Source: an optimization exercise on an open RTL-to-GDS flow (aim: small area, a short achievable clock period and few clock cycles). Production flows keep margins and buffers that such runs may drop.
In this exercise RTL edits were held to simulation tests only and were not proved equivalent to the original.
No activity file was given, so power comes from the tool's default toggle rates.

File: design/flow/design.v
package alu_pkg;
    localparam logic [4:0] OP_ADD   = 5'b00000;
    localparam logic [4:0] OP_SUB   = 5'b00010;
    localparam logic [4:0] OP_AND   = 5'b00100;
    localparam logic [4:0] OP_OR    = 5'b00101;
    localparam logic [4:0] OP_NOR   = 5'b00110;
    localparam logic [4:0] OP_XOR   = 5'b00111;
    localparam logic [4:0] OP_SLT   = 5'b01000;
    localparam logic [4:0] OP_SLTU  = 5'b01001;
    localparam logic [4:0] OP_SLL   = 5'b01010;
    localparam logic [4:0] OP_SRL   = 5'b01011;
    localparam logic [4:0] OP_SRA   = 5'b01100;
    localparam logic [4:0] OP_MULT  = 5'b10000;
    localparam logic [4:0] OP_MULTU = 5'b10001;
    localparam logic [4:0] OP_DIV   = 5'b10010;
    localparam logic [4:0] OP_DIVU  = 5'b10011;
    localparam logic [4:0] OP_MFHI  = 5'b10100;
    localparam logic [4:0] OP_MFLO  = 5'b10101;
    localparam int S_IDLE = 0;   
    localparam int S_NEGA = 1;   
    localparam int S_NEGB = 2;   
    localparam int S_DSET = 3;   
    localparam int S_DIT  = 4;   
    localparam int S_FIXR = 5;   
    localparam int S_FIXQ = 6;   
    localparam int S_MSET = 7;   
    localparam int S_MIT  = 8;   
    localparam int NST    = 9;
    function automatic logic eh_muldiv(input logic [4:0] op);
        eh_muldiv = (op[4:2] == 3'b100);
    endfunction
endpackage
module add_sk #(
    parameter int W = 32
) (
    input  logic [W-1:0] a,
    input  logic [W-1:0] b,
    input  logic         cin,
    output logic [W:0]   s
);
    logic [W-1:0] g, p, gg, pp, c;
    always_comb begin
        g  = a & b;
        p  = a ^ b;
        gg = g;
        pp = p;
        for (int d = 1; d < W; d = d * 2) begin
            for (int i = 0; i < W; i++) begin
                if ((i / d) % 2 == 1) begin
                    gg[i] = gg[i] | (pp[i] & gg[(i / d) * d - 1]);
                    pp[i] = pp[i] & pp[(i / d) * d - 1];
                end
            end
        end
        c = gg | (pp & {W{cin}});
        s[0] = p[0] ^ cin;
        for (int i = 1; i < W; i++) s[i] = p[i] ^ c[i-1];
        s[W] = c[W-1];
    end
endmodule
module incdec #(
    parameter int W = 29
) (
    input  logic [W-1:0] x,
    input  logic         s,
    input  logic         c,
    output logic [W-1:0] y
);
    logic [W-1:0] an, ao;
    always_comb begin
        logic [W-1:0] aa, oo;
        aa = x;
        oo = x;
        for (int d = 1; d < W; d = d * 2) begin
            for (int i = 0; i < W; i++) begin
                if ((i / d) % 2 == 1) begin
                    aa[i] = aa[i] & aa[(i / d) * d - 1];
                    oo[i] = oo[i] | oo[(i / d) * d - 1];
                end
            end
        end
        an = aa;
        ao = oo;
        y[0] = x[0] ^ s ^ c;
        for (int i = 1; i < W; i++)
            y[i] = x[i] ^ s ^ (s ? (c | ao[i-1]) : (c & an[i-1]));
    end
endmodule
module sgnpos (
    input  logic [31:0] x,
    input  logic        sgn,
    output logic [5:0]  p,
    output logic        nz
);
    logic [32:0] v;
    assign v = {sgn ? 1'b0 : x[31], x[31:1] ^ x[30:0], x[0]};
    logic [63:0] vv;
    logic [31:0] ok1; logic [31:0]      ix1;
    logic [15:0] ok2; logic [15:0][1:0] ix2;
    logic [7:0]  ok3; logic [7:0][2:0]  ix3;
    logic [3:0]  ok4; logic [3:0][3:0]  ix4;
    logic [1:0]  ok5; logic [1:0][4:0]  ix5;
    assign vv = {31'b0, v};
    always_comb begin
        for (int i = 0; i < 32; i++) begin
            ok1[i] = vv[2*i+1] | vv[2*i];
            ix1[i] = vv[2*i+1];
        end
        for (int i = 0; i < 16; i++) begin
            ok2[i] = ok1[2*i+1] | ok1[2*i];
            ix2[i] = ok1[2*i+1] ? {1'b1, ix1[2*i+1]} : {1'b0, ix1[2*i]};
        end
        for (int i = 0; i < 8; i++) begin
            ok3[i] = ok2[2*i+1] | ok2[2*i];
            ix3[i] = ok2[2*i+1] ? {1'b1, ix2[2*i+1]} : {1'b0, ix2[2*i]};
        end
        for (int i = 0; i < 4; i++) begin
            ok4[i] = ok3[2*i+1] | ok3[2*i];
            ix4[i] = ok3[2*i+1] ? {1'b1, ix3[2*i+1]} : {1'b0, ix3[2*i]};
        end
        for (int i = 0; i < 2; i++) begin
            ok5[i] = ok4[2*i+1] | ok4[2*i];
            ix5[i] = ok4[2*i+1] ? {1'b1, ix4[2*i+1]} : {1'b0, ix4[2*i]};
        end
        p = ok5[1] ? {1'b1, ix5[1]} : {1'b0, ix5[0]};
    end
    assign nz = |x;
endmodule
module negpow2 (
    input  logic [31:0] x,
    output logic        y
);
    assign y = x[31] && !(|(x[29:0] & ~x[30:1]));
endmodule
module alu_multiciclo
#(
    parameter int LARGURA = 32
) (
    input  logic               clock,
    input  logic               reset,
    input  logic               inicio,
    input  logic [4:0]         controle,
    input  logic [LARGURA-1:0] a,
    input  logic [LARGURA-1:0] b,
    output logic [LARGURA-1:0] saida,
    output logic               zero,
    output logic               overflow,
    output logic [LARGURA-1:0] hi,
    output logic [LARGURA-1:0] lo,
    output logic               ocupado,
    output logic               pronto
);
    logic [alu_pkg::NST-1:0] st_q, st_d;   
    logic        sgn_q;       
    logic        negq_q;      
    logic        negr_q;      
    logic        negb_q;      
    logic [31:0] hi_q, lo_q;
    logic [32:0] m_q;         
    logic [36:0] qr_q;        
    logic [4:0]  cnt_q;       
    logic [31:0] saida_q;
    logic        ovf_q;
    logic        pronto_q;
    logic idle, emite, op_md, e_md, e_sc;
    logic s_mit, s_dit, s_mset, s_dset, s_nega, s_negb, s_fixr, s_fixq;
    assign idle   = st_q[alu_pkg::S_IDLE];
    assign s_mit  = st_q[alu_pkg::S_MIT];
    assign s_dit  = st_q[alu_pkg::S_DIT];
    assign s_mset = st_q[alu_pkg::S_MSET];
    assign s_dset = st_q[alu_pkg::S_DSET];
    assign s_nega = st_q[alu_pkg::S_NEGA];
    assign s_negb = st_q[alu_pkg::S_NEGB];
    assign s_fixr = st_q[alu_pkg::S_FIXR];
    assign s_fixq = st_q[alu_pkg::S_FIXQ];
    assign emite  = inicio && idle;
    assign op_md  = alu_pkg::eh_muldiv(controle);
    assign e_md   = emite && op_md;
    assign e_sc   = emite && !op_md;
    logic        sub;
    logic        z1, t1, n1, z0, t0, n0;
    logic [34:0] m35, x1, x0;
    logic [36:0] u, x1w, x0w, cs, cc;
    logic [37:0] sum;
    assign sub = (controle == alu_pkg::OP_SUB) || (controle[4:1] == 4'b0100);
    function automatic logic [5:0] booth2(input logic [4:0] w);
        logic z1f, t1f, z0f, t0f;
        z1f = (w[4:2] == 3'b000) || (w[4:2] == 3'b111);
        t1f = (w[4:2] == 3'b011) || (w[4:2] == 3'b100);
        z0f = (w[2:0] == 3'b000) || (w[2:0] == 3'b111);
        t0f = (w[2:0] == 3'b011) || (w[2:0] == 3'b100);
        booth2 = {z1f, t1f, w[4] && !z1f, z0f, t0f, w[2] && !z0f};
    endfunction
    logic [5:0] dctl_q, dctl_d;
    assign {z1, t1, n1, z0, t0, n0} = dctl_q;
    assign m35 = {{2{m_q[32]}}, m_q};
    assign x1  = z1 ? '0 : ((t1 ? {m35[33:0], 1'b0} : m35) ^ {35{n1}});
    assign x0  = z0 ? '0 : ((t0 ? {m35[33:0], 1'b0} : m35) ^ {35{n0}});
    assign u   = ({37{s_mit}}           & {hi_q[0], lo_q, 1'b0, n1, 2'b00})
               | ({37{s_dit}}           & {5'b0, hi_q})
               | ({37{s_nega | s_fixr}} & {5'b0, ~hi_q})
               | ({37{s_fixq}}          & {5'b0, ~lo_q});
    assign x1w = {x1, 2'b00};
    assign x0w = {{2{x0[34]}}, x0};
    assign cs  = u ^ x1w ^ x0w;
    assign cc  = (u & x1w) | (u & x0w) | (x1w & x0w);
    add_sk #(.W(37)) u_add (.a(cs), .b({cc[35:0], 1'b0}), .cin(n0), .s(sum));
    logic [1:0]  up_pos, up_neg;
    logic        up_inc, up_dec;
    logic [26:0] p_up;
    assign up_pos = {1'b0, sum[37]} + {1'b0, cc[36]};
    assign up_neg = {1'b0, x1[34]} + {1'b0, x0[34]};
    assign up_inc = (up_pos == up_neg + 2'd1);
    assign up_dec = (up_neg == up_pos + 2'd1);
    incdec #(.W(27)) u_up (.x(hi_q[27:1]), .s(up_dec), .c(up_inc), .y(p_up));
    logic [31:0] bx;
    logic [32:0] asum;
    logic        ovf_raw, slt, sltu;
    assign bx      = b ^ {32{sub}};
    add_sk #(.W(32)) u_alu_add (.a(a), .b(bx), .cin(sub), .s(asum));
    assign ovf_raw = (a[31] == bx[31]) && (asum[31] != a[31]);
    assign slt     = asum[31] ^ ovf_raw;
    assign sltu    = !asum[32];
    logic [31:0] sh_in, sh_r, sh_out, sh_src;
    logic [4:0]  sh_amt;
    logic        sh_fill;
    logic [31:0] sv [6];
    always_comb begin
        sh_src  = m_q[31:0];
        sh_fill = (controle == alu_pkg::OP_SRA) && a[31] && idle;
        for (int i = 0; i < 32; i++) begin
            if (idle) sh_in[i] = (controle == alu_pkg::OP_SLL) ? a[31-i] : a[i];
            else      sh_in[i] = sh_src[31-i];
        end
        if (idle) sh_amt = b[4:0];
        else      sh_amt = cnt_q;
        sv[0] = sh_in;
        for (int k = 0; k < 5; k++) begin
            for (int i = 0; i < 32; i++) begin
                if (i + (1 << k) < 32)
                    sv[k+1][i] = sh_amt[k] ? sv[k][i + (1 << k)] : sv[k][i];
                else
                    sv[k+1][i] = sh_amt[k] ? sh_fill : sv[k][i];
            end
        end
        sh_r = sv[5];
        for (int i = 0; i < 32; i++) sh_out[i] = sh_r[31-i];
    end
    logic [31:0] lg, lp, lop;
    assign lg = a & bx;
    assign lp = a ^ bx;
    always_comb begin
        case (controle[1:0])
            2'b00:   lop = lg;
            2'b01:   lop = lg | lp;
            2'b10:   lop = ~(lg | lp);
            default: lop = lp;
        endcase
    end
    logic [31:0] res_d;
    logic        ovf_d;
    always_comb begin
        res_d = '0;
        case (controle)
            alu_pkg::OP_ADD, alu_pkg::OP_SUB: res_d = asum[31:0];
            alu_pkg::OP_AND, alu_pkg::OP_OR,
            alu_pkg::OP_NOR, alu_pkg::OP_XOR: res_d = lop;
            alu_pkg::OP_SLT:  res_d = {31'b0, slt};
            alu_pkg::OP_SLTU: res_d = {31'b0, sltu};
            alu_pkg::OP_SLL:  res_d = sh_out;
            alu_pkg::OP_SRL, alu_pkg::OP_SRA: res_d = sh_r;
            alu_pkg::OP_MFHI: res_d = hi_q;
            alu_pkg::OP_MFLO: res_d = lo_q;
            default: res_d = '0;
        endcase
        ovf_d = ((controle == alu_pkg::OP_ADD) || (controle == alu_pkg::OP_SUB)) && ovf_raw;
    end
    logic       sg;
    logic [5:0] pa, pb, pa_d, pb_d, dshift;
    logic       a_nz, b_nz, a_p2, b_p2;
    logic       swap;
    assign sg = !controle[0];
    sgnpos  u_pa (.x(a), .sgn(sg), .p(pa), .nz(a_nz));
    sgnpos  u_pb (.x(b), .sgn(sg), .p(pb), .nz(b_nz));
    negpow2 u_a2 (.x(a), .y(a_p2));
    negpow2 u_b2 (.x(b), .y(b_p2));
    assign swap   = (pa < pb);
    assign pa_d   = pa + {5'b0, sg && a_p2};
    assign pb_d   = pb + {5'b0, sg && b_p2};
    assign dshift = pa_d - pb_d;
    logic e_q0, e_dz, e_mz, e_fast;
    assign e_q0   = (pa_d < pb_d);
    assign e_dz   = !b_nz;
    assign e_mz   = !(a_nz && b_nz);
    assign e_fast = controle[1] ? (e_q0 || e_dz) : e_mz;
    logic last;
    assign last = (cnt_q == 5'd0);
    logic done;
    always_comb begin
        st_d = '0;
        done = 1'b0;
        if (idle) begin
            if (e_md && !e_fast) begin
                if (!controle[1])                  st_d[alu_pkg::S_MIT]  = 1'b1;
                else if (!controle[0] && a[31])    st_d[alu_pkg::S_NEGA] = 1'b1;
                else if (!controle[0] && b[31])    st_d[alu_pkg::S_NEGB] = 1'b1;
                else                               st_d[alu_pkg::S_DSET] = 1'b1;
            end else begin
                st_d[alu_pkg::S_IDLE] = 1'b1;
                done = emite;
            end
        end
        if (s_nega) begin
            if (negb_q) st_d[alu_pkg::S_NEGB] = 1'b1;
            else        st_d[alu_pkg::S_DSET] = 1'b1;
        end
        if (s_negb) st_d[alu_pkg::S_DSET] = 1'b1;
        if (s_dset) st_d[alu_pkg::S_DIT] = 1'b1;
        if (s_dit) begin
            if (!last)       st_d[alu_pkg::S_DIT]  = 1'b1;
            else if (negr_q) st_d[alu_pkg::S_FIXR] = 1'b1;
            else if (negq_q) st_d[alu_pkg::S_FIXQ] = 1'b1;
            else             done = 1'b1;
        end
        if (s_fixr) begin
            if (negq_q) st_d[alu_pkg::S_FIXQ] = 1'b1;
            else        done = 1'b1;
        end
        if (s_fixq) done = 1'b1;
        if (s_mit) begin
            if (!last) st_d[alu_pkg::S_MIT] = 1'b1;
            else       done = 1'b1;
        end
        if (done && !idle) st_d[alu_pkg::S_IDLE] = 1'b1;
    end
    always_comb begin
        if (st_d[alu_pkg::S_MIT])
            dctl_d = booth2(s_mit ? pairsel(qr_q, cnt_q[3:0] - 4'd1) : (swap ? wa : wb));
        else
            dctl_d = {3'b100, !(st_d[alu_pkg::S_DIT] || st_d[alu_pkg::S_NEGB]), 2'b01};
    end
    function automatic logic [4:0] pairsel(input logic [36:0] w, input logic [3:0] k);
        pairsel = w[4*k +: 5];
    endfunction
    logic [36:0] ya, yb;
    logic [4:0]  wa, wb;
    assign ya = {{4{sg && a[31]}}, a, 1'b0};
    assign yb = {{4{sg && b[31]}}, b, 1'b0};
    assign wa = pairsel(ya, pa[5:2]);
    assign wb = pairsel(yb, pb[5:2]);
    logic        qbit, hi_sum, hi_hold, lo_hold, m_hold;
    logic [31:0] hi_n, lo_n;
    logic [32:0] m_n;
    assign qbit    = !sum[32];
    assign hi_sum  = s_nega || s_fixr || (s_dit && qbit);
    assign hi_hold = !(e_md || hi_sum || s_mit);
    assign hi_n    = ({32{e_md && controle[1]}} & a)
                   | ({32{hi_sum}}  & sum[31:0])
                   | ({32{s_mit}}   & {p_up, sum[36:32]})
                   | ({32{hi_hold}} & hi_q);
    assign lo_hold = !(s_fixq || s_mit || s_dit || s_dset || e_md);
    assign lo_n    = ({32{s_fixq || s_mit}}    & sum[31:0])
                   | ({32{s_dit}}              & {lo_q[30:0], qbit})
                   | ({32{e_md && controle[1] && e_dz}})
                   | ({32{lo_hold}}            & lo_q);
    assign m_hold  = !(e_md || s_negb || s_dset || s_dit);
    assign m_n     = ({33{e_md && (controle[1] || swap)}} & {sg && b[31], b})
                   | ({33{e_md && !controle[1] && !swap}} & {sg && a[31], a})
                   | ({33{s_negb}}                     & {1'b0, sum[31:0]})
                   | ({33{s_dset}}                     & {1'b0, sh_out})
                   | ({33{s_dit}}                      & {1'b0, m_q[32:1]})
                   | ({33{m_hold}}                     & m_q);
    always_ff @(posedge clock) begin
        if (reset) begin
            st_q     <= '0;
            st_q[alu_pkg::S_IDLE] <= 1'b1;
            saida_q  <= '0;
            ovf_q    <= 1'b0;
            hi_q     <= '0;
            lo_q     <= '0;
            pronto_q <= 1'b0;
        end else begin
            st_q     <= st_d;
            pronto_q <= done;
            hi_q     <= hi_n;
            lo_q     <= lo_n;
            if (e_sc) begin
                saida_q <= res_d;
                ovf_q   <= ovf_d;
            end
        end
    end
    always_ff @(posedge clock) begin
        m_q <= m_n;
        if (e_md) begin
            sgn_q  <= sg;
            negq_q <= sg && (a[31] ^ b[31]);
            negr_q <= sg && a[31];
            negb_q <= sg && b[31];
            cnt_q  <= controle[1] ? dshift[4:0] : {1'b0, swap ? pa[5:2] : pb[5:2]};
        end
        if (s_dit || s_mit) cnt_q <= cnt_q - 5'd1;
        if (e_md) qr_q <= swap ? ya : yb;
        dctl_q <= dctl_d;
    end
    assign saida    = saida_q;
    assign zero     = (saida_q == '0);
    assign overflow = ovf_q;
    assign hi       = hi_q;
    assign lo       = lo_q;
    assign ocupado  = !idle;
    assign pronto   = pronto_q;
endmodule
File: design/flow/run.sh
#!/bin/bash
# synth_recipe.tcl (not shown) runs the flow's synth.tcl, then flattens the netlist and writes it again
# the make line also repeats each setting of config.mk as NAME=value (left out here)
make -C /OpenROAD-flow-scripts/flow DESIGN_CONFIG=/design/flow/config.mk WORK_HOME=/design/flow/orfs CLKGATE_MAP_FILE= SYNTH_SCRIPT=/design/flow/synth_recipe.tcl finish
File: design/flow/config.mk
export PLATFORM = sky130hd
export DESIGN_NAME = alu_multiciclo
export DESIGN_NICKNAME = alu_multiciclo
export VERILOG_FILES = /design/flow/design.v
export SDC_FILE = /design/flow/constraint.sdc
export NUM_CORES = 4
export LEC_CHECK = 0
export ABC_AREA = 1
export CAP_MARGIN = 20
export CORE_MARGIN = 2
export CORE_UTILIZATION = 40
export SETUP_SLACK_MARGIN = 2.25
export SLEW_MARGIN = 20
File: design/flow/constraint.sdc
create_clock -name core_clock -period 8.0 [get_ports {clock}]
set_input_delay 1.6000 -clock core_clock [delete_from_list [all_inputs] [get_ports {clock}]]
set_output_delay 1.6000 -clock core_clock [all_outputs]
set_load 0.01 [all_outputs]
==> results of run 1 <==
[sequential cells by signal, indices dropped and copies added (netlist names)]
name,flops
pronto_q,1
lo_q,32
cnt_q,5
hi_q,32
negq_q,1
m_q,33
st_q,8
saida_q,32
negb_q,1
ovf_q,1
dctl_q,6
qr_q,33
negr_q,1
[power breakdown]
group | total, uW | switching [uW] | internal, uW
Clock | 917 | 500 | 417
Sequential | 1180 | 132 | 1040
Combinational | 1810 | 1290 | 517
[worst max path at each step]
stage	slack, ns	from	endpoint
after floorplan	2.50	st_q[4]	hi_q[22]
after global placement	0.78	a[20]	dctl_q[3]
after detailed placement	0.82	a[20]	dctl_q[3]
after CTS	2.16	dctl_q[0]	hi_q[22]
after global routing	2.17	m_q[14]	hi_q[22]
final	2.30	b[21]	dctl_q[2]
[synth_stat cells (5+ instances only)]
cell type / number / area, um^2
nand2_1: 1026 / 3851
nand3_1: 464 / 2322
inv_1: 427 / 1603
o21ai_0: 323 / 1617
a21oi_1: 301 / 1506
nor2_1: 272 / 1021
clkbuf_1: 160 / 600.6
ha_1: 155 / 1939
dfxtp_1: 145 / 2903
xor2_1: 102 / 893.4
nand4_1: 97 / 606.8
o22ai_1: 70 / 437.9
a221oi_1: 47 / 411.6
o211ai_1: 44 / 330.3
o221ai_1: 44 / 385.4
edfxtp_1: 41 / 1231
inv_2: 39 / 146.4
fa_1: 36 / 720.7
nor3_1: 27 / 135.1
buf_2: 26 / 130.1
nor4_1: 22 / 137.6
a31oi_1: 20 / 125.1
buf_1: 20 / 75.07
o21ai_1: 19 / 95.09
o2111ai_1: 15 / 131.4
or2_2: 15 / 93.84
nand2_2: 14 / 87.58
nor2_2: 12 / 75.07
buf_4: 11 / 82.58
a22oi_1: 9 / 67.56
nand3b_1: 8 / 60.06
xnor2_1: 8 / 70.07
clkinv_1: 7 / 26.28
nand2_4: 6 / 67.56
o21bai_1: 6 / 45.04
a211oi_1: 5 / 37.54
buf_6: 5 / 56.30
o31ai_1: 5 / 37.54
[per-layer routing]
layer,track usage,vias to the layer above
met5,0,-
met4,0.3170,8
met3,0.1479,618
met2,0.6392,2658
met1,0.5732,14995
li1,-,14288
[cell families after synthesis]
group,after synthesis,share of synthesized area
compound gates,937,0.2220
xor+xnor,110,0.03902
fa+ha+maj,191,0.1077
buf+inv,697,0.1106
flops,186,0.1674
mux,2,0.0008108
simple gates,1985,0.3524
[layout make-up]
| type | count | share of cell area |
|---|---|---|
| clock inverter | 14 | 0.005040 |
| sequential | 186 | 0.1438 |
| timing repair inverter | 1 | 0.0002584 |
| tap | 790 | 0.03403 |
| clock buffer | 18 | 0.01477 |
| multi-input combinational | 3227 | 0.6306 |
| timing repair buffer | 334 | 0.1076 |
| antenna | 7 | 0.0006030 |
| inverter | 473 | 0.06332 |
[worst reg2reg max path, delay by kind of cell, from the launching register on]
family                   cells  cell delay, ns
adder cells (fa/ha/maj)      3            1.04
buffers and inverters        4            0.41
flip-flops                   1            0.49
AND/OR/NAND/NOR             17            2.15
AO/OA/AOI/OAI                9            1.12
XOR/XNOR                     2            0.33
[stage by stage]
step	total power, uW	utilization	hold slack, ns
after detailed placement	2825	0.4443	0.4664
after floorplan	2124	-	0.4492
final	3904	0.4733	0.4801
after global routing	4016	0.4730	0.5044
after global placement	2839	0.4443	0.4699
after CTS	3734	0.4586	0.4795
[what timing repair did]
item                       CTS  global route
setup buffers               20            40
gates cloned                 0             6
pin swaps                    2            26
setup endpoints to repair  104            81
gates resized for setup     95           176
==> run_results.csv, run 1 <==
group,metric,value,unit
drt,ant_nets,0,
drt,wl_per_cell,29.76,um
min_path,holdPathEnd,"ovf_q",
cts,cts_tree,"done",
die,fp.dieW,252.5,um
cts,cts.path.max_buffers,2,
drt,drt_iter0_drc,5129,
timing,clock_skew,0.02378,ns
critical_path,r2r_slack,2.38,ns
pwr,ir_drop,0.0001316,V
global_routing,grt_util_all_layers,0.4510,
critical_path,worstPathArrival,6.17,ns
critical_path,cp-start-kind,"input pin",
global_routing,overflow,0,
critical_path,max_stage_delay,0.52,ns
global_routing,first_global_vias,28423,
synth,synth-edff-count,41,
timing,slew_headroom,0.1563,
cells_and_area,area_delta_synth_final,17.64,%
status,status,"timing/DRC/antenna clean",
critical_path,critPathKind,"input pin to flip-flop",
placed_design,placedCellCount,4945,
drt,drcViolationCount,0,
synth,ys_types,69,
cts,h-tree-depth,4,
pwr,powerDensity,134.4,nW/um^2
cts,path_clk_slew,0.08,ns
cells_and_area,seqCellArea,4178,um^2
placed_design,dp_slack,0.8201,ns
die,core_area,61370,um^2
placed_design,gp_congestion,1.093,
cells_and_area,postLayoutCellArea,29050,um^2
drt,wl_met1,55590,um
critical_path,critPathTopFamily,"simple AND/OR/NAND/NOR gates",
timing,final-max-slew-violation-count,0,
cells_and_area,multiInputGateArea,18320,um^2
critical_path,crit_buf_inv,5,
global_routing,antenna_found_initial,6,
critical_path,critPathSlowestCell,"dlygate4sd2_1",
critical_path,r2r_start,"m_q[14]",
run,max-cap-violations,0,
global_routing,grt_max_degree,64,
synth,synth-seq-cells,186,
synth,syn-cell-area,24690,um^2
timing,fin_crit_sh,0.7129,
drt,via_per_inst,6.449,
cells_and_area,instances_no_fill,5050,
min_path,hp-start,"ovf_q",
cts,clock-sinks,186,
min_path,worstHoldPathType,"flip-flop to flip-flop",
drt,wl,150300,um
die,rows,91,
die,die_h,252.5,um
synth,synth_cells,4108,
placed_design,hpwlAfterDp,114200,um
synth,yosysWarnings,6,
die,initial_utilization,0.4023,
timing,rsz0062_at_grt,"yes",
timing,worst_slew_pin_slew,1.252,ns
drt,vias,32567,
critical_path,crit_top_cell,"nand2_1",
critical_path,crit_required,8.46,ns
timing,hold_viol_final,0,
cts,cts_buffers,17,
timing,layout_setup_ws,2.297,ns
cells_and_area,post_route_cells_drive_above_1_share,0.09993,
placed_design,post_dp_cell_area,27260,um^2
synth,synth_area_per_cell,6.011,um^2
synth,seq_area_frac_synth,0.1674,
critical_path,r2r_end,"hi_q[22]",
min_path,hold_depth,2,
drt,dr.pass1.iters,8,
cells_and_area,final_cell_mix,"nand2_1 (1017), nand3_1 (458), inv_1 (409)",
timing,min_period,5.703,ns
critical_path,critPathCaptureType,"flip-flop",
critical_path,worst-path-stages,26,
drt,route.met3.wl,21220,um
cells_and_area,fill_cells,6592,
cts,root_buffer,"clkbuf_16",
die,design.die.area,63730,um^2
cells_and_area,final_common_cell,"nand2_1",
drt,dr_wl_met2,59820,um
critical_path,critPathMaxFanout,5,
timing,fmax,0.1753,GHz
die,io_pins,172,
cts,worst_skew_pair.late_latency,0.53,ns
cells_and_area,nNetsFinal,4503,
critical_path,reg2reg_depth,35,
drt,highest_layer,"met5",
global_routing,grt_pass1_wl,206200,um
cts,ctsHoldBuffers,0,
placed_design,port_buffers,171,
timing,finalSetupViolCount,0,
synth,ys_async_sr_fraction,0,
pwr,leakagePower,0.01308,uW
synth,syn-num-nets,4371,
synth,ys.flop_type,"dfxtp_1",
timing,final.setup.tns,0,ns
Testbench counts, summed over its fixed seeds: cycles 9,391.
==> run 2: changes to the inputs <==
--- a/design/flow/config.mk
+++ b/design/flow/config.mk
@@ -11,3 +11,3 @@
 export CORE_UTILIZATION = 40
-export SETUP_SLACK_MARGIN = 2.25
+export SETUP_SLACK_MARGIN = 2.5
 export SLEW_MARGIN = 20
==> run_results.csv, run 2 <==
group,metric,value,unit
drt,vias,33081,
synth,seq_area_frac_synth,0.1674,
synth,ys.flop_type,"dfxtp_1",
die,die_h,252.5,um
global_routing,grt.busiest_layer,"met2",
drt,ant_nets,0,
min_path,hold_depth,2,
pwr,powerDensity,131.9,nW/um^2
timing,worst_slew_pin_slew,1.276,ns
die,core_area,61370,um^2
min_path,hp-start,"ovf_q",
synth,synth_area_per_cell,6.011,um^2
drt,via_per_inst,6.492,
synth,syn-cell-area,24690,um^2
run,max-cap-violations,0,
timing,min_period,5.564,ns
cells_and_area,area_delta_synth_final,21.37,%
cells_and_area,final_common_cell,"nand2_1",
critical_path,crit_top_cell,"nor2_1",
timing,slew_headroom,0.1403,
synth,netlist_top_cells_count,"nand2_1 (1026), nand3_1 (464), inv_1 (427)",
cts,h-tree-depth,4,
cts,clock-sinks,186,
cts,root_buffer,"clkbuf_16",
synth,synth-edff-count,41,
drt,drcViolationCount,0,
critical_path,critPathCaptureType,"flip-flop",
die,io_pins,172,
drt,drt_iter0_drc,5326,
global_routing,gr-usage-met1,0.5771,
cells_and_area,reg_top3,"m_q (33), qr_q (33)",
critical_path,critPathTopFamily,"simple AND/OR/NAND/NOR gates",
critical_path,critPathMaxFanout,9,
timing,fin_crit_sh,0.6955,
timing,clock_skew,0.02320,ns
cts,ctsHoldBuffers,0,
placed_design,post_dp_cell_area,27260,um^2
cts,cts_buffers,17,
die,rows,91,
synth,ys_async_sr_fraction,0,
cts,path_clk_slew,0.09,ns
global_routing,overflow,0,
cells_and_area,postLayoutCellArea,29970,um^2
placed_design,gp_congestion,1.093,
synth,synthAdderAreaFrac,0.1077,
cells_and_area,post_route_cells_drive_above_1_share,0.1348,
timing,finalSetupViolCount,0,
critical_path,max_stage_delay,0.55,ns
synth,synth_cells,4108,
synth,yosysWarnings,6,
cts,cts.path.max_buffers,2,
synth,syn-num-nets,4371,
critical_path,reg2reg_depth,35,
synth,synth_xor_area_frac,0.03902,
timing,hold_viol_final,0,
pwr,leakagePower,0.01335,uW
global_routing,met2_usage,0.6441,
global_routing,antenna_found_initial,7,
timing,final-max-slew-violation-count,0,
critical_path,worstPathArrival,5.96,ns
synth,synth_top_family_by_area,"simple AND/OR/NAND/NOR gates",
synth,ys_types,69,
drt,wl_per_cell,29.86,um
global_routing,first_global_vias,28700,
timing,rsz0062_at_grt,"yes",
critical_path,r2r_end,"hi_q[22]",
global_routing,grt_util_all_layers,0.4562,
synth,synth.most_common_cell,"nand2_1",
status,status,"timing/DRC/antenna clean",
synth,synth_compound_area_frac,0.2220,
min_path,worstHoldPathType,"flip-flop to flip-flop",
global_routing,met3_usage,0.1487,
die,design.die.area,63730,um^2
cells_and_area,final_cell_mix,"nand2_1 (1009), nand3_1 (456), inv_1 (389)",
critical_path,crit_buf_inv,3,
critical_path,worst-path-stages,22,
cts,cts_tree,"done",
cells_and_area,nNetsFinal,4553,
critical_path,cp-start-kind,"input pin",
cells_and_area,fill_cells,6508,
timing,final.setup.tns,0,ns
global_routing,grt_pass1_wl,208200,um
critical_path,critPathSlowestCell,"a21oi_1",
synth,synth-seq-cells,186,
global_routing,grt_max_degree,57,
pwr,ir_drop,0.0001309,V
placed_design,port_buffers,171,
synth,netlist_top_cells_area,"nand2_1 (16%), dfxtp_1 (12%), nand3_1 (9.4%)",
critical_path,r2r_start,"st_q[1]",
die,fp.dieW,252.5,um
synth,synth_top_area_cell,"nand2_1",
synth,synth_top_area_frac,0.1560,
critical_path,crit_required,8.39,ns
timing,fmax,0.1797,GHz
die,initial_utilization,0.4023,
placed_design,hpwlAfterDp,114200,um
drt,dr.pass1.iters,7,
synth,yosys.area_share.simple,0.3524,
min_path,holdPathEnd,"ovf_q",
synth,synth.area.mux_share,0.0008108,
critical_path,critPathKind,"input pin to flip-flop",
drt,wl,152200,um
critical_path,r2r_slack,2.58,ns
critical_path,cp_cell_sequence,"dlygate4sd2_1 > inv_4 > ha_1 > nand3b_1 > nor2_4 > nand2_2 > nor2_8 > nor2_1 > a311oi_2 > ha_2 > xor2_1 > inv_1 > ha_1 > a21oi_1 > nor2_1 > nor2_1 > nor2_1 > o21ai_1 > nand2_1 > nand2_4 > a21oi_1 > nor2_1",
cts,worst_skew_pair.late_latency,0.53,ns
## run 2: worst max path at each step
stage / end / start / slack [ns]
final: pronto_q / a[22] / 2.44
after global placement: dctl_q[3] / a[20] / 0.78
after floorplan: hi_q[22] / st_q[4] / 2.50
after detailed placement: dctl_q[3] / a[20] / 0.82
after global routing: hi_q[18] / st_q[1] / 2.39
after CTS: hi_q[22] / st_q[1] / 2.46
## run 2: area by class of cell
type                    count  area [um^2]  area share
multi-input cells        3227        18680      0.6235
flip-flops and latches    186         4197      0.1400
repair inverters            1        7.507   0.0002505
clock inverters            14        146.4    0.004885
well taps                 790        988.4     0.03298
clock buffers              18        429.2     0.01432
repair buffers            384         3631      0.1212
inverters                 473         1878     0.06267
diodes                      3        7.507   0.0002505
## run 2: stage by stage
stage	setup slack, ns	utilization	cells	hold WS, ns	total power, uW
after global placement	0.7849	0.4443	4945	0.4699	2839
final	2.436	0.4883	5096	0.4775	3954
after CTS	2.459	0.4663	5018	0.4795	3755
after floorplan	2.504	-	4108	0.4492	2124
after detailed placement	0.8201	0.4443	4945	0.4664	2825
after global routing	2.393	0.4882	5093	0.5043	4060
## run 2: worst reg2reg max path: cells and delay by family (launching register included)
kind / cells / cell delay (ns)
simple gates: 17 / 1.98
compound gates: 9 / 1.08
fa+ha+maj: 3 / 1.08
buf+inv: 5 / 0.63
flops: 1 / 0.36
xor+xnor: 1 / 0.19
## run 2: cells by family (layout without fill, tap and decap cells)
family / after synthesis / in the layout
adder cells (fa/ha/maj): 191 / 191
AO/OA/AOI/OAI: 937 / 937
multiplexers: 2 / 2
XOR/XNOR: 110 / 110
flip-flops: 186 / 186
other: 0 / 3
AND/OR/NAND/NOR: 1985 / 1987
buffers and inverters: 697 / 890
## run 2: what timing repair did
action | in CTS | in global routing
gates cloned | 4 | 4
buffers inserted | 37 | 71
endpoints found under the setup margin | 120 | 133
gates resized for setup | 185 | 256
pin swaps | 12 | 55
## run 2: layer usage
layer,vias to the layer above,part of all wire
met5,-,0.0016
met4,14,0.088
met3,636,0.14
met2,2788,0.40
met1,15252,0.37
li1,14391,-
## run 2: power by group
part | switching [uW] | total, uW | internal, uW
logic | 1320 | 1860 | 542
clock network | 502 | 919 | 417
registers | 131 | 1180 | 1050
==> run 3: changes to the inputs <==
--- a/design/flow/config.mk
+++ b/design/flow/config.mk
@@ -10,4 +10,4 @@
 export CORE_MARGIN = 2
-export CORE_UTILIZATION = 40
-export SETUP_SLACK_MARGIN = 2.5
+export CORE_UTILIZATION = 35
+export SETUP_SLACK_MARGIN = 2.0
 export SLEW_MARGIN = 20
==> run_results.csv, run 3 <==
group,metric,value,unit
status,status,"timing/DRC/antenna clean",
synth,synth.area.mux_share,0.0008108,
drt,dr.pass1.iters,8,
synth,yosys.area_share.simple,0.3524,
drt,wl_per_cell,29.54,um
min_path,worstHoldPathType,"flip-flop to flip-flop",
die,io_pins,172,
synth,ys_types,69,
synth,synth_compound_area_frac,0.2220,
synth,synth_top_area_cell,"nand2_1",
cells_and_area,post_route_cells_drive_above_1_share,0.09981,
cells_and_area,reg_top3,"m_q (33), qr_q (33)",
synth,netlist_top_cells_area,"nand2_1 (16%), dfxtp_1 (12%), nand3_1 (9.4%)",
pwr,switching_share,0.4953,
critical_path,r2r_start,"dctl_q[1]",
pwr,leakagePower,0.01311,uW
synth,yosysWarnings,6,
placed_design,hpwlAfterDp,117600,um
cts,ctsHoldBuffers,0,
global_routing,first_global_vias,29114,
synth,synth_area_per_cell,6.011,um^2
synth,seq_area_frac_synth,0.1674,
die,die_h,269.6,um
die,rows,97,
critical_path,crit_start,"controle[1]",
synth,synth-edff-count,41,
synth,synthAdderAreaFrac,0.1077,
cts,worst_skew_pair.late_latency,0.54,ns
synth,syn-num-nets,4371,
pwr,power,3970,uW
timing,final.setup.tns,0,ns
synth,syn-cell-area,24690,um^2
timing,slew_headroom,0.1641,
pwr,p_clk_frac,0.249,
synth,synth-seq-cells,186,
cells_and_area,fill_cells,7659,
synth,synth_top_area_frac,0.1560,
synth,netlist_top_cells_count,"nand2_1 (1026), nand3_1 (464), inv_1 (427)",
cts,h-tree-depth,4,
cts,path_clk_slew,0.10,ns
pwr,intPower,2004,uW
drt,drt_iter0_drc,5166,
cells_and_area,area_delta_synth_final,18.37,%
placed_design,gp_congestion,1.132,
cts,cts_buffers,17,
synth,synth_top_family_by_area,"simple AND/OR/NAND/NOR gates",
synth,synth_cells,4108,
critical_path,critPathMaxFanout,20,
global_routing,overflow,0,
cells_and_area,final_cell_mix,"nand2_1 (1022), nand3_1 (459), inv_1 (406)",
timing,worst_slew_pin_slew,1.236,ns
cts,clock-sinks,186,
critical_path,critPathCaptureType,"flip-flop",
cells_and_area,final_common_cell,"nand2_1",
cells_and_area,nNetsFinal,4508,
cells_and_area,multiInputGateArea,18190,um^2
drt,wl,153600,um
global_routing,grt_max_degree,78,
die,initial_utilization,0.3532,
critical_path,reg2reg_depth,34,
synth,ys_async_sr_fraction,0,
timing,min_period,5.993,ns
timing,clock_skew,0.02126,ns
pwr,ir_drop,0.0001663,V
min_path,hold_depth,2,
min_path,hp-start,"ovf_q",
drt,drcViolationCount,0,
pwr,combPwrFrac,0.457,
timing,fin_crit_sh,0.7491,
cts,root_buffer,"clkbuf_16",
timing,fmax,0.1669,GHz
critical_path,critPathKind,"input pin to flip-flop",
timing,finalSetupViolCount,0,
drt,via_per_inst,6.222,
global_routing,grt_util_all_layers,0.4004,
critical_path,worstPathArrival,6.40,ns
global_routing,antenna_found_initial,10,
pwr,p_sw,1967,uW
global_routing,grt_pass1_wl,211900,um
die,fp.dieW,269.6,um
placed_design,port_buffers,171,
run,max-cap-violations,0,
synth,synth.most_common_cell,"nand2_1",
pwr,powerDensity,135.8,nW/um^2
die,design.die.area,72690,um^2
drt,vias,32355,
cells_and_area,seqCellArea,4183,um^2
pwr,pwr-share-seq,0.294,
drt,ant_nets,0,
critical_path,crit_required,8.41,ns
timing,final-max-slew-violation-count,0,
synth,synth_xor_area_frac,0.03902,
synth,ys.flop_type,"dfxtp_1",
timing,hold_viol_final,0,
cts,cts_tree,"done",
timing,rsz0062_at_grt,"yes",
cts,cts.path.max_buffers,2,
timing,whs,0.4829,ns
die,core_area,69910,um^2
critical_path,cp-start-kind,"input pin",
## run 3: per-layer routing
layer | vias to the layer above | routed length, um | GRT usage
met3 | 626 | 20520 | 0.1314
met4 | 8 | 14930 | 0.2993
li1 | 14300 | - | -
met5 | - | 84 | 0.005921
met1 | 14957 | 57170 | 0.4961
met2 | 2464 | 60890 | 0.5741
## run 3: critical path: stages
cell and delay, ns:
clkdlybuf4s50_1 0.56, inv_2 0.21, nor2_2 0.18, inv_1 0.22
nor2_4 0.45, buf_4 0.37, nor2_1 0.07, o22ai_1 0.71
nand2_1 0.17, nand3_1 0.14, nand3_1 0.12, nand3_1 0.16
nand3_1 0.53, nand3_1 0.25, o221ai_1 0.13, a21oi_1 0.37
nand3_1 0.11
## run 3: kinds of logic (layout without fill, tap and decap cells)
group / Yosys count / count (layout)
xor+xnor: 110 / 110
flops: 186 / 186
mux: 2 / 2
other cells: 0 / 2
buf+inv: 697 / 846
fa+ha+maj: 191 / 191
simple gates: 1985 / 1986
compound gates: 937 / 937
## run 3: path summary, 6_finish.rpt
| kind | slack, ns | endpoint |
|---|---|---|
| max | 2.01 | m_q[12] |
| min | 0.48 | ovf_q |
| max reg2reg | 2.18 | hi_q[28] |
| min reg2reg | 0.48 | ovf_q |
## run 3: area by class of cell
cell class | instances | share of cell area
multi-input cells | 3226 | 0.6223
flip-flops and latches | 186 | 0.1431
repair buffers | 340 | 0.1092
inverters | 473 | 0.06331
well taps | 940 | 0.04024
clock buffers | 17 | 0.01455
clock inverters | 15 | 0.006935
repair inverters | 1 | 0.0002568
diodes | 2 | 0.0001712
## run 3: stage by stage
| stage | instances | setup WS (ns) | utilization | cell area, um^2 |
|---|---|---|---|---|
| 6_report | 5200 | 2.007 | 0.4181 | 29230 |
| 2_1_floorplan | 4108 | 2.504 | - | 24690 |
| 5_1_grt | 5198 | 1.805 | 0.4180 | 29220 |
| 3_5_place_dp | 5104 | 0.7725 | 0.3935 | 27510 |
| 3_3_place_gp | 5104 | 0.8430 | 0.3935 | 27510 |
| 4_1_cts | 5161 | 2.004 | 0.4069 | 28450 |
## run 3: power by group through the flow
stage          combinational, uW  sequential, uW  clock (uW)
2_1_floorplan               1010            1110           0
3_3_place_gp                1670            1170           0
3_5_place_dp                1660            1170           0
4_1_cts                     1670            1150         980
5_1_grt                     1910            1170        1020
6_report                    1810            1170         989
## run 3: timing repair
item	CTS	global route
pin swaps	1	16
cloned	1	4
gates resized for setup	60	156
setup buffers	24	32
endpoints found under the setup margin	67	65
==> run 4: changes to the inputs <==
--- a/design/flow/config.mk
+++ b/design/flow/config.mk
@@ -10,4 +10,4 @@
 export CORE_MARGIN = 2
-export CORE_UTILIZATION = 35
-export SETUP_SLACK_MARGIN = 2.0
+export CORE_UTILIZATION = 45
+export SETUP_SLACK_MARGIN = 2.25
 export SLEW_MARGIN = 20
==> run_results.csv, run 4 <==
group,metric,value,unit
drt,drt_iter0_drc,5806,
status,status,"timing/DRC/antenna clean",
drt,vias,33332,
synth,ys_async_sr_fraction,0,
synth,yosysWarnings,6,
critical_path,r2r_start,"st_q[6]",
pwr,ir_drop,0.0001907,V
pwr,pwr-share-seq,0.298,
placed_design,port_buffers,171,
cts,worst_skew_pair.late_latency,0.53,ns
synth,netlist_top_cells_area,"nand2_1 (16%), dfxtp_1 (12%), nand3_1 (9.4%)",
placed_design,placedCellCount,4863,
timing,fmax,0.1691,GHz
drt,drcViolationCount,0,
critical_path,critPathSlowestCell,"fa_1",
cts,cts_tree,"done",
synth,ys.flop_type,"dfxtp_1",
synth,synth_cells,4108,
pwr,p_clk_frac,0.238,
timing,min_period,5.914,ns
global_routing,grt_max_degree,71,
synth,synth_top_area_frac,0.1560,
pwr,p_sw,1970,uW
synth,seq_area_frac_synth,0.1674,
cells_and_area,final_cell_mix,"nand2_1 (1014), nand3_1 (457), inv_1 (401)",
synth,synth-seq-cells,186,
die,core_area,54030,um^2
pwr,combPwrFrac,0.464,
drt,via_per_inst,6.695,
die,io_pins,172,
pwr,powerDensity,135.4,nW/um^2
critical_path,max_stage_delay,0.51,ns
synth,netlist_top_cells_count,"nand2_1 (1026), nand3_1 (464), inv_1 (427)",
critical_path,crit_top_cell,"inv_1",
timing,slew_headroom,0.2062,
cells_and_area,instances_no_fill,4979,
cells_and_area,post_route_cells_drive_above_1_share,0.1153,
drt,wl,153500,um
placed_design,hpwlAfterDp,115800,um
synth,syn-cell-area,24690,um^2
cts,root_buffer,"clkbuf_16",
pwr,leakagePower,0.01326,uW
synth,synth.most_common_cell,"nand2_1",
cts,cts.path.max_buffers,2,
timing,fin_crit_sh,0.7393,
timing,worst_slew_pin_slew,1.178,ns
pwr,intPower,2013,uW
global_routing,overflow,0,
synth,synth_area_per_cell,6.011,um^2
min_path,hold_depth,2,
timing,clock_skew,0.02114,ns
critical_path,critPathCaptureType,"flip-flop",
cts,h-tree-depth,4,
placed_design,gp_congestion,1.138,
min_path,hp-start,"ovf_q",
die,initial_utilization,0.4570,
critical_path,critPathMaxFanout,7,
global_routing,grt_pass1_wl,212500,um
cts,cts_buffers,17,
critical_path,critPathKind,"flip-flop to flip-flop",
run,max-cap-violations,0,
drt,wl_per_cell,30.84,um
cts,path_clk_slew,0.08,ns
cells_and_area,area_delta_synth_final,19.12,%
min_path,holdPathEnd,"ovf_q",
critical_path,cp-start-kind,"flip-flop",
global_routing,antenna_found_initial,18,
synth,syn-num-nets,4371,
timing,final.setup.tns,0,ns
die,fp.dieW,238.2,um
global_routing,grt_util_all_layers,0.5223,
timing,finalSetupViolCount,0,
critical_path,worstPathArrival,6.31,ns
drt,dr.pass1.iters,17,
die,die_h,238.2,um
timing,rsz0062_at_grt,"yes",
pwr,switching_share,0.4946,
cts,clock-sinks,186,
cells_and_area,final_common_cell,"nand2_1",
synth,synth-edff-count,41,
critical_path,r2r_slack,2.09,ns
critical_path,crit_required,8.39,ns
cells_and_area,nNetsFinal,4526,
drt,ant_nets,0,
die,design.die.area,56760,um^2
pwr,power,3983,uW
critical_path,reg2reg_depth,36,
die,rows,85,
timing,final-max-slew-violation-count,0,
critical_path,r2r_end,"hi_q[28]",
synth,synth_top_area_cell,"nand2_1",
synth,ys_types,69,
cells_and_area,reg_top3,"m_q (33), qr_q (33)",
cts,ctsHoldBuffers,0,
global_routing,first_global_vias,29435,
timing,hold_viol_final,0,
min_path,worstHoldPathType,"flip-flop to flip-flop",
## run 4: cell types whose count changed in the layout (fill, tap and decap cells not counted), sizes merged, moves of 5 or more
| cell | delta |
|---|---|
| inv | -9 |
| clkdlybuf4s50 | -12 |
| diode | +6 |
| clkdlybuf4s15 | +5 |
| clkbuf | +6 |
| buf | +15 |
| dlymetal6s2s | -5 |
## run 4: logic make-up after synthesis
logic type	after synthesis	synth area share
buf+inv	697	0.1106
flops	186	0.1674
xor+xnor	110	0.03902
simple gates	1985	0.3524
compound gates	937	0.2220
fa+ha+maj	191	0.1077
mux	2	0.0008108
## run 4: critical path, delay by kind of cell (launching register included)
family                   cells  cell delay [ns]
flip-flops                   1             0.36
XOR/XNOR                     1             0.19
adder cells (fa/ha/maj)      3             1.07
buffers and inverters       10             1.21
AND/OR/NAND/NOR             19             2.29
AO/OA/AOI/OAI                3             0.63
## run 4: stage by stage
stage                     hold slack (ns)  setup WS [ns]  cell area [um^2]    util
after floorplan                    0.4492          2.504             24690       -
after global placement             0.4668         0.7051             27250  0.5043
after detailed placement           0.4663         0.7453             27250  0.5043
after CTS                          0.4817          2.251             28450  0.5266
after global routing               0.5015          1.997             29390  0.5440
final                              0.4808          2.086             29410  0.5444
## run 4: cell type report
cell class                 instances  area [um^2]
fill                            5657        24610
multi-input combinational       3229        18580
sequential                       186         4177
timing repair buffer             355         3287
inverter                         473         1866
tap                              696        870.8
clock buffer                      17        425.4
clock inverter                    14        178.9
antenna                            8        20.02
timing repair inverter             1        7.507
## run 4: how the worst max path moves through the flow
stage	from	end	slack [ns]	cells after the start
2_1_floorplan	st_q[4]	hi_q[22]	2.50	35
3_3_place_gp	a[31]	dctl_q[1]	0.71	26
3_5_place_dp	a[31]	dctl_q[1]	0.75	26
4_1_cts	b[20]	dctl_q[2]	2.25	26
5_1_grt	st_q[6]	hi_q[22]	2.00	34
6_report	st_q[6]	hi_q[28]	2.09	36
## run 4: timing repair
item,in CTS,in global routing
pin swaps,6,42
endpoints found under the hold margin,0,0
gates cloned,4,5
setup endpoints to repair,112,70
gates resized for setup,132,195
buffers inserted,32,36
## run 4: power groups by stage
stage          Clock [uW]  Combinational [uW]  Sequential (uW)
2_1_floorplan           0                1010             1110
3_3_place_gp            0                1650             1190
3_5_place_dp            0                1640             1190
4_1_cts               938                1670             1170
5_1_grt               968                1930             1180
6_report              947                1850             1190
## run 4: routing by layer
metal  share of wire  track usage
met1            0.38       0.6896
met2            0.36       0.6780
met3            0.18       0.2431
met4           0.081       0.3169
met5          0.0012            0

## re-timing with driven ports
In the flow no input, the clock included, has a driving cell. The finished layouts below were timed again as built, in two steps.
Step 1 (the two cells are an assumption about what drives the block):
set clk [get_ports {clock}]
set_driving_cell -lib_cell sky130_fd_sc_hd__clkbuf_16 $clk
set_driving_cell -lib_cell sky130_fd_sc_hd__buf_2 [delete_from_list [all_inputs] $clk]
Step 2, shift: input delay + t, output delay - t, t = (earliest + latest rising clock arrival at the registers) / 2. This alone moves slack from input paths to output paths.
a / b / c = ideal / step 1 / step 2; a / b = the first two.
| run | t (ns) | slack for setup (ns) | hold WS [ns] |
|---|---|---|---|
| run 1 | 0.587 | 2.297 / 2.343 / 1.756 | 0.480 / 0.480 / 0.480 |
| run 2 | 0.585 | 2.436 / 2.476 / 1.891 | 0.477 / 0.477 / 0.477 |
| run 3 | 0.589 | 2.007 / 2.037 / 1.447 | 0.483 / 0.483 / 0.483 |
| run 4 | 0.583 | 2.086 / 2.086 / 1.643 | 0.481 / 0.481 / 0.481 |
After both steps every run listed still meets setup and hold. The setup slack of run 3, which loses most, moves by +0.030 ns with the drivers and by -0.560 ns with both steps.
